This is an optimization exercise on Yosys and OpenROAD, whose aim is small area and a short achievable clock period, not a production implementation. Function was checked by simulation only, so behaviour that the tests miss may differ from the original.

==> v30: inputs <==
// sprite_addr_gen
module sprite_addr_gen #(
  parameter  int N_SPRITES = 4,
  parameter  int COORD_W   = 10,
  parameter  int ADDR_W    = 20,
  parameter  int FRAME_W   = 4,
  parameter  int ANIM_DIV  = 8,
  localparam int ID_W      = (N_SPRITES > 1) ? $clog2(N_SPRITES) : 1
) (
  input  logic                           frame_Clk,
  input  logic                           Reset,
  input  logic [COORD_W-1:0]             DrawX,
  input  logic [COORD_W-1:0]             DrawY,
  input  logic                           vsync_tick,
  input  logic [N_SPRITES-1:0]           anim_enable,
  input  logic [N_SPRITES-1:0]           anim_restart,
  input  logic [N_SPRITES-1:0]           sprite_flip,
  input  logic [N_SPRITES*COORD_W-1:0]   sprite_X,
  input  logic [N_SPRITES*COORD_W-1:0]   sprite_Y,
  input  logic [N_SPRITES*COORD_W-1:0]   sprite_W,
  input  logic [N_SPRITES*COORD_W-1:0]   sprite_H,
  input  logic [N_SPRITES*ADDR_W-1:0]    base_addr,
  input  logic [N_SPRITES*FRAME_W-1:0]   frame_count,
  output logic                           sprite_on,
  output logic [ID_W-1:0]                sprite_id,
  output logic [ADDR_W-1:0]              spriteAddress,
  output logic [N_SPRITES*FRAME_W-1:0]   frame_idx
);
clock: 12.0 ns
lec_check: 0
abc_area: 1
cap_margin: 20
core_margin: 2
core_utilization: 47
setup_slack_margin: 2
slew_margin: 20
tns_end_percent: 10
standard.sh (not shown) runs the stock make flow with config.mk's settings and CLKGATE_MAP_FILE= SYNTH_SCRIPT=/design/flow/synth_recipe.tcl, a recipe that flattens the netlist after the stock synthesis.
==> flow/flow/run.sh <==
#!/bin/bash
# Standard ORFS layout (the standard.sh, standard synthesis unchanged), except that the
# port buffers that placement inserts on every input and output use sky130_fd_sc_hd__buf_1
# instead of the tool's default pick (clkdlybuf4s50_1, a slow delay cell).
# Each make step's full output goes to its own log in this folder; ORFS's per-step logs stay
# under orfs/logs/.
set -euo pipefail
bash standard.sh synth > synth.log 2>&1
bash standard.sh BUFFER_PORTS_ARGS="-buffer_cell sky130_fd_sc_hd__buf_1" finish > layout.log 2>&1
==> inputs of v1, as changes to v30 <==
- CORE_UTILIZATION: 47 -> 40
- GPL_TIMING_DRIVEN: not set -> 0
==> comparison <==
In v1 the critical path depth is higher than in v30, by 10. In v1 the cell area is lower than in v30, by about 8%. In clock skew, v1 and v30 hardly differ. Against v30, the count of clock-buffer cells in the layout of v1 is lower by 1. Of v30 and v1, v30 has the higher utilization (gap 13 points). In synthesized area, v30 and v1 do not differ. In v30 the non-clock buffer count is higher than in v1, by 113. Against v30, the via count of v1 is smaller by about 4%.


==> build 19: inputs <==
Starting RTL as in the previous note.
==> flow/config.mk <==
export PLATFORM = sky130hd
export DESIGN_NAME = sprite_addr_gen
export DESIGN_NICKNAME = sprite_addr_gen
export VERILOG_FILES = /design/flow/design.v
export SDC_FILE = /design/flow/constraint.sdc
export NUM_CORES = 4
export LEC_CHECK = 0
export ABC_AREA = 1
export CAP_MARGIN = 20
export CORE_MARGIN = 2
export CORE_UTILIZATION = 40
export SETUP_SLACK_MARGIN = 2
export SLEW_MARGIN = 20
==> flow/constraint.sdc <==
create_clock -name core_clock -period 12.0 [get_ports {frame_Clk}]
set_input_delay 2.4000 -clock core_clock [delete_from_list [all_inputs] [get_ports {frame_Clk}]]
set_output_delay 2.4000 -clock core_clock [all_outputs]
set_load 0.01 [all_outputs]
Scripts as last shown in full above: flow/flow/run.sh
==> trial 70: changes against build 19 <==
- CORE_UTILIZATION: 40 -> 55
==> trial 16: changes against build 19 <==
- TNS_END_PERCENT: default -> 10
==> trial 15: changes against build 19 <==
- CORE_UTILIZATION: 40 -> 33
- TNS_END_PERCENT: default -> 10
==> run summary <==
item	trial 70	trial 16	trial 15	build 19
Run status	finished clean	finished clean	finished clean	finished clean
Post-Route Utilization	73.5%	50.6%	42.3%	53.2%
Total Wirelength	49800 µm	54900 µm	55400 µm	52600 µm
Non-clock buffer share	15.2%	13.0%	13.6%	14.9%
Vias	15700	15300	15100	15400
Final weighted congestion of routability-driven global placement	0.986	0.944	1.01	0.966
Instance count on the critical path	48	54	53	56
GR Util met3	5.49%	4.10%	5.39%	4.40%
Placeable core region	0.0250 mm²	0.0345 mm²	0.0419 mm²	0.0345 mm²
Most prevalent standard cell on the critical path	sky130_fd_sc_hd__nand2_1	sky130_fd_sc_hd__nand2_1	sky130_fd_sc_hd__nand2_1	sky130_fd_sc_hd__nand2_2
Slowest cell on the critical path	sky130_fd_sc_hd__fa_1	sky130_fd_sc_hd__fa_1	sky130_fd_sc_hd__fa_2	sky130_fd_sc_hd__fa_1
Pin count of the biggest net entering global routing	38	30	38	38
Count of inserted tapcells	330	455	539	455
Worst Tran Pin Value	725 ps	724 ps	861 ps	755 ps
Startpoint of the most critical register-to-register path	frame_q[8]	frame_q[0]	frame_q[8]	frame_q[8]
Detailed-routing wirelength on met1	20300 µm	21300 µm	24400 µm	23000 µm
Critical path endpoint	spriteAddress[18]	spriteAddress[19]	spriteAddress[19]	spriteAddress[19]
Post-route cell area	0.0184 mm²	0.0174 mm²	0.0177 mm²	0.0183 mm²
Wire length per cell after detailed routing	17.8 µm	19.1 µm	18.7 µm	18.0 µm
Post-detailed-route via-to-cell ratio	5.59	5.34	5.10	5.26
Layout cell share with drive strength beyond 1	20.4%	13.4%	13.9%	18.3%

-- port drivers added, routing unchanged --
Ports are ideal in the flow. The routed layouts listed here were re-timed in OpenROAD.
Step 1: set_driving_cell puts a clkbuf_16 on frame_Clk and a buf_2 on each other input, an assumption about the parent block.
Step 2 times the ports against the registers' clock, not the clock port: input delays grow and output delays shrink by t, the midpoint of the rising clock arrivals with the driver on.
Three values: ideal ports, drivers, drivers and shift; two values: the first two.
run | shift t [ns] | slack for setup (ns) | worst setup path after step 2 | slew at the worst register clock pin (ns)
v30 | 0.325 | 0.991 / 0.963 / 0.638 | input to register | 0.06 / 0.06
v1 | 0.322 | 0.596 / 0.607 / 0.286 | input to register | 0.07 / 0.07
build 19 | 0.325 | 1.241 / 1.211 / 0.886 | input to register | 0.07 / 0.07
trial 70 | 0.332 | 1.153 / 1.153 / 0.821 | input to register | 0.06 / 0.06
trial 16 | 0.320 | 1.206 / 1.220 / 0.901 | input to register | 0.06 / 0.06
trial 15 | 0.318 | 1.176 / 1.190 / 0.872 | input to register | 0.06 / 0.06
After both steps setup and hold are still met in every run listed. The setup slack of build 19, which loses most, moves by -0.030 ns with the drivers and by -0.355 ns with both steps.
